Context: an optimization exercise on an open-source flow, tuned for small area. The choices shown serve that exercise and are no tape-out recipe.
The RTL was checked by simulation tests, not by an equivalence proof against the original design.
Power and IR drop assume default switching activity.

[flow/design.v]
`timescale 1ns/1ns
package adxl_pkg;
    localparam int REG_WORDS   = 16;              
    localparam int WORD_ADDR_W = 4;
    localparam int BYTE_ADDR_W = 6;
    localparam int FIFO_DEPTH  = 16;
    localparam int FIFO_PTR_W  = 4;
    localparam logic [REG_WORDS*4-1:0] WRITE_MASK = 64'h0104_FEFF_7000_0000;
    localparam logic [BYTE_ADDR_W-1:0] UPD_FIRST = 6'h1D;
    localparam logic [BYTE_ADDR_W-1:0] UPD_LAST  = 6'h38;
    localparam logic [7:0]             READ_LEN  = 8'h3A;
    typedef struct packed {
        logic [31:0]            data;
        logic [3:0]             strb;
        logic [WORD_ADDR_W-1:0] addr;
        logic                   valid;
    } host_wr_t;
    typedef struct packed {
        logic [7:0] data;
        logic [6:0] dev_addr;                       
        logic       rd;                             
        logic       last;
    } cmd_beat_t;
    typedef logic [REG_WORDS*4-1:0] dirty_t;        
endpackage
`timescale 1ns/1ns
module adxl_reg_shadow
(
    input  logic                   CLK,
    input  logic                   RESET,
    input  adxl_pkg::host_wr_t               wr,
    input  logic [adxl_pkg::BYTE_ADDR_W-1:0] rd_addr,
    input  logic                   clr,
    output logic [7:0]             rd_data,
    output adxl_pkg::dirty_t                 dirty
);
    logic [adxl_pkg::REG_WORDS-1:0][3:0][7:0] shadow;       
    logic [3:0]                     lane_we;
    always_comb begin
        for (int k = 0; k < 4; k++) begin
            lane_we[k] = wr.valid && wr.strb[k] && adxl_pkg::WRITE_MASK[{wr.addr, 2'(k)}];
        end
    end
    always_ff @(posedge CLK) begin
        for (int k = 0; k < 4; k++) begin
            if (lane_we[k]) begin
                shadow[wr.addr][k] <= wr.data[k*8 +: 8];
            end
        end
    end
    always_ff @(posedge CLK) begin
        if (RESET) begin
            dirty <= '0;
        end else begin
            if (clr) begin
                dirty[rd_addr] <= 1'b0;
            end
            for (int k = 0; k < 4; k++) begin
                if (lane_we[k]) begin
                    dirty[{wr.addr, 2'(k)}] <= 1'b1;
                end
            end
        end
    end
    assign rd_data = shadow[rd_addr[adxl_pkg::BYTE_ADDR_W-1:2]][rd_addr[1:0]];  
endmodule
`timescale 1ns/1ns
module adxl_cmd_sequencer
(
    input  logic                   CLK,
    input  logic                   RESET,
    input  adxl_pkg::dirty_t                 dirty,
    input  logic [7:0]             rd_data,
    output logic [adxl_pkg::BYTE_ADDR_W-1:0] rd_addr,
    output logic                   clr,
    input  logic [6:0]             i2c_address,
    input  logic                   interval_enable,
    input  logic [31:0]            request_interval,
    input  logic                   single_request,
    output logic                   single_request_complete,
    output adxl_pkg::cmd_beat_t              cmd,
    output logic                   push,
    input  logic                   full,
    output logic                   arm,
    input  logic                   done
);
    typedef enum logic [2:0] {
        st_idle,
        st_upd_chk,
        st_upd_send,
        st_req_ptr,
        st_req_read,
        st_req_wait
    } state_t;
    state_t                 state;
    logic [adxl_pkg::BYTE_ADDR_W-1:0] addr;                 
    logic [1:0]             beat_cnt;
    logic [31:0]            timer;
    logic                   timer_hit;
    adxl_pkg::dirty_t                 pending;              
    always_comb begin
        for (int i = 0; i < adxl_pkg::REG_WORDS*4; i++) begin
            pending[i] = dirty[i] && (i >= adxl_pkg::UPD_FIRST) && (i <= adxl_pkg::UPD_LAST);
        end
    end
    assign rd_addr   = addr;
    assign timer_hit = (state == st_idle) && interval_enable && (timer == '0);
    assign push      = ((state == st_upd_send) || (state == st_req_ptr) || (state == st_req_read)) && !full;
    assign clr       = push && (state == st_upd_send) && (beat_cnt == 2'd2);
    assign arm       = push && (state == st_req_read);
    always_comb begin
        cmd.data     = 8'h01;                     
        cmd.dev_addr = i2c_address;
        cmd.rd       = 1'b0;
        cmd.last     = 1'b0;
        case (state)
            st_upd_send: begin
                if (beat_cnt == 2'd1) begin
                    cmd.data = {2'b00, addr};
                end else if (beat_cnt == 2'd2) begin
                    cmd.data = rd_data;
                    cmd.last = 1'b1;
                end
            end
            st_req_ptr: begin
                if (beat_cnt == 2'd1) begin
                    cmd.data = 8'h00;             
                    cmd.last = 1'b1;
                end
            end
            st_req_read: begin
                cmd.data = adxl_pkg::READ_LEN;
                cmd.rd   = 1'b1;
                cmd.last = 1'b1;
            end
            default: ;
        endcase
    end
    always_ff @(posedge CLK) begin
        if (RESET) begin
            timer <= '0;
        end else if ((state != st_idle) || !interval_enable) begin
            timer <= request_interval;
        end else if (timer != '0) begin
            timer <= timer - 32'd1;
        end
    end
    always_ff @(posedge CLK) begin
        if (RESET) begin
            state                   <= st_idle;
            addr                    <= adxl_pkg::UPD_FIRST;
            beat_cnt                <= '0;
            single_request_complete <= 1'b0;
        end else begin
            single_request_complete <= arm && single_request;
            case (state)
                st_idle: begin
                    addr     <= adxl_pkg::UPD_FIRST;
                    beat_cnt <= '0;
                    if (|pending) begin
                        state <= st_upd_chk;        
                    end else if (single_request || timer_hit) begin
                        state <= st_req_ptr;
                    end
                end
                st_upd_chk: begin
                    if (pending[addr]) begin
                        state <= st_upd_send;
                    end else if (addr == adxl_pkg::UPD_LAST) begin
                        state <= st_idle;
                    end else begin
                        addr <= addr + 1'b1;
                    end
                end
                st_upd_send: begin
                    if (push) begin
                        if (beat_cnt == 2'd2) begin
                            beat_cnt <= '0;
                            if (addr == adxl_pkg::UPD_LAST) begin
                                state <= st_idle;
                            end else begin
                                addr  <= addr + 1'b1;
                                state <= st_upd_chk;
                            end
                        end else begin
                            beat_cnt <= beat_cnt + 2'd1;
                        end
                    end
                end
                st_req_ptr: begin
                    if (push) begin
                        if (beat_cnt == 2'd1) begin
                            beat_cnt <= '0;
                            state    <= st_req_read;
                        end else begin
                            beat_cnt <= beat_cnt + 2'd1;
                        end
                    end
                end
                st_req_read: begin
                    if (push) begin
                        state <= st_req_wait;
                    end
                end
                st_req_wait: begin
                    if (done) begin
                        state <= st_idle;   
                    end
                end
                default: state <= st_idle;
            endcase
        end
    end
endmodule
`timescale 1ns/1ns
module adxl_cmd_fifo
(
    input  logic      CLK,
    input  logic      RESET,
    input  adxl_pkg::cmd_beat_t cmd,
    input  logic      push,
    output logic      full,
    output adxl_pkg::cmd_beat_t m_beat,
    output logic      m_tvalid,
    input  logic      m_tready
);
    logic [16:0] mem [0:adxl_pkg::FIFO_DEPTH-1];
    logic [adxl_pkg::FIFO_PTR_W-1:0] wptr;
    logic [adxl_pkg::FIFO_PTR_W-1:0] rptr;
    logic [adxl_pkg::FIFO_PTR_W:0]   count;                 
    logic                  wr_en;
    logic                  rd_en;
    assign full     = (count == (adxl_pkg::FIFO_PTR_W+1)'(adxl_pkg::FIFO_DEPTH));
    assign m_tvalid = (count != '0);
    assign m_beat   = mem[rptr];                  
    assign wr_en    = push && !full;
    assign rd_en    = m_tvalid && m_tready;
    always_ff @(posedge CLK) begin
        if (wr_en) begin
            mem[wptr] <= cmd;
        end
    end
    always_ff @(posedge CLK) begin
        if (RESET) begin
            wptr  <= '0;
            rptr  <= '0;
            count <= '0;
        end else begin
            if (wr_en) begin
                wptr <= wptr + 1'b1;
            end
            if (rd_en) begin
                rptr <= rptr + 1'b1;
            end
            count <= count + (adxl_pkg::FIFO_PTR_W+1)'(wr_en) - (adxl_pkg::FIFO_PTR_W+1)'(rd_en);
        end
    end
endmodule
`timescale 1ns/1ns
module adxl_rx_capture
(
    input  logic                   CLK,
    input  logic                   RESET,
    input  logic                   arm,
    input  logic [7:0]             s_tdata,
    input  logic                   s_tvalid,
    input  logic                   s_tlast,
    output logic                   done,
    input  logic [adxl_pkg::WORD_ADDR_W-1:0] raddr,
    output logic [31:0]            rdata
);
    logic [adxl_pkg::REG_WORDS-1:0][3:0][7:0] rb_mem;       
    logic [adxl_pkg::BYTE_ADDR_W-1:0]         ptr;
    logic                           armed;
    logic                           wr_en;
    assign wr_en = armed && s_tvalid;             
    assign done  = wr_en && s_tlast;
    always_ff @(posedge CLK) begin
        if (RESET) begin
            armed <= 1'b0;
            ptr   <= '0;
        end else if (arm) begin
            armed <= 1'b1;
            ptr   <= '0;
        end else if (wr_en) begin
            ptr <= ptr + 1'b1;
            if (s_tlast) begin
                armed <= 1'b0;
            end
        end
    end
    always_ff @(posedge CLK) begin
        if (wr_en) begin
            rb_mem[ptr[adxl_pkg::BYTE_ADDR_W-1:2]][ptr[1:0]] <= s_tdata;
        end
    end
    always_ff @(posedge CLK) begin
        rdata <= rb_mem[raddr];                   
    end
endmodule
`timescale 1ns/1ns
module adxl_top
(
    input  logic                   CLK,
    input  logic                   RESET,
    input  logic [31:0]            wdata,
    input  logic [3:0]             wstrb,
    input  logic [adxl_pkg::WORD_ADDR_W-1:0] waddr,
    input  logic                   wvalid,
    input  logic [adxl_pkg::WORD_ADDR_W-1:0] raddr,
    output logic [31:0]            rdata,
    input  logic [6:0]             i2c_address,
    input  logic                   interval_enable,
    input  logic [31:0]            request_interval,
    input  logic                   single_request,
    output logic                   single_request_complete,
    output logic [7:0]             m_tdata,
    output logic [7:0]             m_tuser,
    output logic                   m_tvalid,
    output logic                   m_tlast,
    input  logic                   m_tready,
    input  logic [7:0]             s_tdata,
    input  logic                   s_tvalid,
    input  logic                   s_tlast
);
    adxl_pkg::host_wr_t               host_wr;
    adxl_pkg::dirty_t                 dirty;
    logic [adxl_pkg::BYTE_ADDR_W-1:0] rd_addr;
    logic [7:0]             rd_data;
    logic                   clr;
    adxl_pkg::cmd_beat_t              cmd;
    logic                   push;
    logic                   full;
    adxl_pkg::cmd_beat_t              m_beat;
    logic                   arm;
    logic                   done;
    assign host_wr.data  = wdata;
    assign host_wr.strb  = wstrb;
    assign host_wr.addr  = waddr;
    assign host_wr.valid = wvalid;
    assign m_tdata = m_beat.data;
    assign m_tuser = {m_beat.dev_addr, m_beat.rd};  
    assign m_tlast = m_beat.last;
    adxl_reg_shadow u_reg_shadow (
        .CLK     (CLK),
        .RESET   (RESET),
        .wr      (host_wr),
        .rd_addr (rd_addr),
        .clr     (clr),
        .rd_data (rd_data),
        .dirty   (dirty)
    );
    adxl_cmd_sequencer u_cmd_sequencer (
        .CLK                     (CLK),
        .RESET                   (RESET),
        .dirty                   (dirty),
        .rd_data                 (rd_data),
        .rd_addr                 (rd_addr),
        .clr                     (clr),
        .i2c_address             (i2c_address),
        .interval_enable         (interval_enable),
        .request_interval        (request_interval),
        .single_request          (single_request),
        .single_request_complete (single_request_complete),
        .cmd                     (cmd),
        .push                    (push),
        .full                    (full),
        .arm                     (arm),
        .done                    (done)
    );
    adxl_cmd_fifo u_cmd_fifo (
        .CLK      (CLK),
        .RESET    (RESET),
        .cmd      (cmd),
        .push     (push),
        .full     (full),
        .m_beat   (m_beat),
        .m_tvalid (m_tvalid),
        .m_tready (m_tready)
    );
    adxl_rx_capture u_rx_capture (
        .CLK      (CLK),
        .RESET    (RESET),
        .arm      (arm),
        .s_tdata  (s_tdata),
        .s_tvalid (s_tvalid),
        .s_tlast  (s_tlast),
        .done     (done),
        .raddr    (raddr),
        .rdata    (rdata)
    );
endmodule
[flow/run.sh]
#!/bin/bash
# synth_recipe.tcl (not shown) runs the flow's synth.tcl, then flattens the netlist and writes it again
# the make line also repeats each setting of config.mk as NAME=value (left out here)
make -C /OpenROAD-flow-scripts/flow DESIGN_CONFIG=/design/flow/config.mk WORK_HOME=/design/flow/orfs CLKGATE_MAP_FILE= SYNTH_SCRIPT=/design/flow/synth_recipe.tcl finish
[flow/config.mk]
export PLATFORM = sky130hd
export DESIGN_NAME = adxl_top
export DESIGN_NICKNAME = adxl_top
export VERILOG_FILES = /design/flow/design.v
export SDC_FILE = /design/flow/constraint.sdc
export NUM_CORES = 4
export LEC_CHECK = 0
export CAP_MARGIN = 20
export CORE_MARGIN = 2
export CORE_UTILIZATION = 50
export SLEW_MARGIN = 20
[flow/constraint.sdc]
create_clock -name core_clock -period 10.0 [get_ports {CLK}]
set_input_delay 2.0000 -clock core_clock [delete_from_list [all_inputs] [get_ports {CLK}]]
set_output_delay 2.0000 -clock core_clock [all_outputs]
set_load 0.01 [all_outputs]
==> results.toml <==
[die]
design.die.area_um2 = 138400
die_width_um = 372.0
die-height_um = 372.0
io-pin-count = 150
core_region_area_um2 = 135000
floorplan.initialDensity_pct = 50.18
rows = 135

[grt]
met1_usage_pct = 37.68
grt_max_degree = 147
grt_pass1_vias = 39166
groute.layer.met3.usage_pct = 3.743
grt_overflow = 0
globalRoute.busiestLayer = "met2"
grtUsageTotal_pct = 26.01
grt_antenna_before_repair = 3
grt_pass1_wl_mm = 266.9
groute.layer.met2.usage_pct = 40.92

[logic_synthesis]
synth_enable_flop_cells = 1296
ys_top_cells_by_area = "sky130_fd_sc_hd__edfxtp_1 57%, sky130_fd_sc_hd__mux4_2 13%, sky130_fd_sc_hd__mux2_2 11%, sky130_fd_sc_hd__dfxtp_1 3.8%, sky130_fd_sc_hd__a22o_1 1.7%"
synth_warnings = 4
async_reset_ff_share_pct = 0
synthesized_instance_count = 4307
ys_seq_elements = 1424
netlist.area_leader.share_pct = 57.46
synthFlopType = "sky130_fd_sc_hd__edfxtp_1"
synth_largest_area_cell = "sky130_fd_sc_hd__edfxtp_1"
syn-num-nets = 4436
postSynthAreaPerCell_um2 = 15.72
ys_seq_area_share_pct = 61.25
mappedNetlistArea_um2 = 67730
netlist-cell-type-count = 76

[power_and_ir_drop]
ir_drop_mv = 0.1712
cellInternalPower_w = 0.01104
power.switching_w = 0.003879
combinational_group_share_of_total_power_pct = 15.3
switching_fraction_of_total_power_pct = 26.00
power_leakage_nw = 23.77
power_frac_seq_pct = 46.4
power.density_cell_area_nw_per_um2 = 195.8
share_clk_of_total_power_pct = 38.2
power_w = 0.01492

[critical_path]
critPathArrivalTime_ns = 4.01
r2r_end = "u_cmd_fifo.mem[4][13]"
worstPathMaxFanout = 38
rr_startpoint = "u_cmd_sequencer.addr[1]"
startpoint_type = "register"
cp-end-kind = "output port"
critPathRequiredTime_ns = 8.00
reg2reg_setup_slack_ns = 5.10
r2r.worst_path.cells = 6
crit_type = "reg -> out"

[sta]
max_slew_margin_pct = 20.92
worst_clock_skew_ns = 0.02656
period_minus_ws_final_ns = 6.014
final-hold-violation-count = 0
final-max-slew-violation-count = 0
timing.fmax_ghz = 0.1663
finalSetupViolations = 0
setup_repair_after_global_routing_missed_its_margin = "false"
setup_total_negative_slack_ns = 0
tightest_slew_ns = 1.156
final.period_utilization_pct = 60.14

[min_path]
whs_path_depth = 2
timing.hold.worst.start = "u_reg_shadow.dirty[53]"
hold_path_class = "reg -> reg"
hold_end = "u_reg_shadow.dirty[53]"

[route]
detail_route.wl_per_cell_um = 28.63
routed_wirelength_mm = 180.3
drt_first_pass_iters = 5
antenna_violating_nets_post_route = 0
vias = 40244
drt_drc_violations_left = 0
1st_iter_drt_viols = 4036
vias_per_cell = 6.391

[cells_and_area]
final_layout_size_suffix_gt1_share_pct = 32.36
final_net_count = 4521
syn_to_final_growth_pct = 12.51
fillerInstances = 10581

[clock_network]
worst_skew_pair.late_latency_ns = 0.79
clock_tree_from_tritoncts = "yes"
cts_buffer_depth = 3
cts-resized-gates = 0
cts.repair_timing.setup_buffer_count = 0
cts-root-buf = "sky130_fd_sc_hd__clkbuf_16"
worst_setup_hold_path_clk_slew_ns = 0.06
numCtsBuffers = 156
htree_num_levels = 4
holdBufCountCts = 0
cts_sinks = 1424

[place]
place.gp.congestion = 0.9014
detailed_place_hpwl_mm = 112.1
placement.io_buffers = 149

[run_status]
outcome = "no timing/DRC/antenna violations"

[run]
cap_viol_max_count = 0
-- power by group through the flow --
stage          clock [W]  sequential [W]  combinational (W)
3_5_place_dp           0         0.00705            0.00231
2_1_floorplan          0         0.00694            0.00161
3_3_place_gp           0         0.00705            0.00228
4_1_cts          0.00580         0.00693            0.00231
6_report         0.00570         0.00693            0.00229
5_1_grt          0.00603         0.00696            0.00244
-- cells in the final DEF, fill, tap and decap left out, types with 23 or more instances in the layout --
cell                              Yosys  final
sky130_fd_sc_hd__nand3_1             44     42
sky130_fd_sc_hd__nand2b_1            23     23
sky130_fd_sc_hd__clkbuf_16            0    164
sky130_fd_sc_hd__edfxtp_1          1296   1296
sky130_fd_sc_hd__nand2_1            285    284
sky130_fd_sc_hd__inv_1               37     36
sky130_fd_sc_hd__a211oi_1            36     35
sky130_fd_sc_hd__buf_4                6     98
sky130_fd_sc_hd__clkdlybuf4s50_1      0    136
sky130_fd_sc_hd__a21oi_1             59     57
sky130_fd_sc_hd__clkbuf_1           221     36
sky130_fd_sc_hd__nor2_1             275    257
sky130_fd_sc_hd__a22oi_1            137    137
sky130_fd_sc_hd__mux2_2             645    645
sky130_fd_sc_hd__nor2_2              20     38
sky130_fd_sc_hd__clkinv_2             0     24
sky130_fd_sc_hd__mux2i_1             27     27
sky130_fd_sc_hd__a22o_1             128    128
sky130_fd_sc_hd__clkinv_1             1     26
sky130_fd_sc_hd__mux4_2             397    397
sky130_fd_sc_hd__ha_1                29     29
sky130_fd_sc_hd__dfxtp_1            128    122
sky130_fd_sc_hd__o21ai_0            166    166
-- worst max-delay path: stages, from the launching register on --
cell and delay (ns):
sky130_fd_sc_hd__dfxtp_4 0.88, sky130_fd_sc_hd__buf_4 0.67, sky130_fd_sc_hd__mux4_2 0.59, sky130_fd_sc_hd__mux4_2 0.52
sky130_fd_sc_hd__clkdlybuf4s50_1 0.52
-- cell type report --
cell class | count | area [um2] | share of cell area, %
Clock buffer | 205 | 4308 | 5.653
Timing Repair Buffer | 256 | 2355 | 3.090
Multi-Input combinational cell | 2516 | 24950 | 32.74
Antenna cell | 1 | 2.502 | 0.003284
Sequential cell | 1424 | 41500 | 54.46
Tap cell | 1781 | 2228 | 2.924
Clock inverter | 76 | 710.7 | 0.9327
Inverter | 38 | 147.6 | 0.1938
-- kinds of logic after synthesis --
kind of cell               synth area share (%)
adders and majority gates                0.5653
muxes                                     24.32
and+or+nand+nor                           5.352
xor gates and xnor gates                 0.4914
AOI/OAI and AO/OA                         5.873
buffers and inverters                     2.149
DFF                                       61.25
-- cell usage after synthesis (13+ instances only) --
master,instances
sky130_fd_sc_hd__xnor2_1,20
sky130_fd_sc_hd__nor3_1,28
sky130_fd_sc_hd__buf_2,44
sky130_fd_sc_hd__xor2_1,18
sky130_fd_sc_hd__a21oi_1,59
sky130_fd_sc_hd__a22oi_1,137
sky130_fd_sc_hd__nand2b_1,23
sky130_fd_sc_hd__o21ai_0,166
sky130_fd_sc_hd__ha_1,29
sky130_fd_sc_hd__nand3_1,44
sky130_fd_sc_hd__nor2_2,20
sky130_fd_sc_hd__edfxtp_1,1296
sky130_fd_sc_hd__and2_1,20
sky130_fd_sc_hd__mux4_2,397
sky130_fd_sc_hd__mux2i_1,27
sky130_fd_sc_hd__nand4_1,13
sky130_fd_sc_hd__nor2_1,275
sky130_fd_sc_hd__nor4_1,16
sky130_fd_sc_hd__buf_1,58
sky130_fd_sc_hd__a211oi_1,36
sky130_fd_sc_hd__dfxtp_1,128
sky130_fd_sc_hd__clkbuf_1,221
sky130_fd_sc_hd__inv_1,37
sky130_fd_sc_hd__a22o_1,128
sky130_fd_sc_hd__nand2_1,285
sky130_fd_sc_hd__nor2b_1,20
sky130_fd_sc_hd__mux2_2,645
-- sequential cells by signal, summed over array words and instances (netlist names), 6 cells and up, named ones only --
name	count
u_cmd_fifo.mem	272
u_cmd_sequencer.addr	6
u_cmd_sequencer.timer	32
u_reg_shadow.dirty	28
u_reg_shadow.shadow	512
u_rx_capture.ptr	6
u_rx_capture.rb_mem	512
u_rx_capture.rdata	32
-- routing by layer --
| metal | routed length, um | vias up |
|---|---|---|
| met5 | 29 | - |
| met1 | 78630 | 21190 |
| met2 | 85920 | 1428 |
| li1 | - | 17343 |
| met3 | 10620 | 279 |
| met4 | 5101 | 4 |
-- worst max path at each step --
stage	from	end	slack [ns]	cells past startpoint
after floorplan	waddr[2]	u_reg_shadow.dirty[49]	0.07	7
after global placement	waddr[2]	u_reg_shadow.shadow[9]	3.58	5
after detailed placement	waddr[2]	u_reg_shadow.dirty[48]	3.70	10
after CTS	register	m_tdata[5]	3.83	4
after global routing	register	m_tdata[5]	3.70	4
final	register	m_tdata[5]	3.99	4
-- metrics by stage --
stage | instances | cell area, um2 | utilization, % | hold slack (ns) | setup slack [ns]
after detailed placement | 6015 | 71160 | 52.73 | 0.4653 | 3.703
after floorplan | 4307 | 67730 | - | 0.4317 | 0.07267
after CTS | 6296 | 76180 | 56.44 | 0.4773 | 3.832
final | 6297 | 76200 | 56.46 | 0.4781 | 3.986
after global routing | 6297 | 76200 | 56.46 | 0.5089 | 3.702
after global placement | 6011 | 71080 | 52.66 | 0.4593 | 3.582

## port drivers added, routing unchanged
The flow's constraints put no driver on any port. The routed layout listed below was extracted and timed again, unchanged, in two steps.
Step 1: set_driving_cell puts a clkbuf_16 on CLK and a buf_2 on each other input, an assumption about the parent block.
Step 2 times the ports against the registers' clock, not the clock port: input delays grow and output delays shrink by t, the midpoint of the rising clock arrivals with the driver on.
a / b / c = no drivers / after step 1 / after step 2; a / b = the first two.
t, ns: 0.858
setup WS [ns]: 3.986 / 3.909 / 3.547
hold slack, ns: 0.478 / 0.478 / 0.478
pins driven straight from the clock port: 1
After both steps this run still meets setup and hold. For this run, drivers alone change the setup slack by -0.077 ns; drivers and shift together by -0.439 ns.
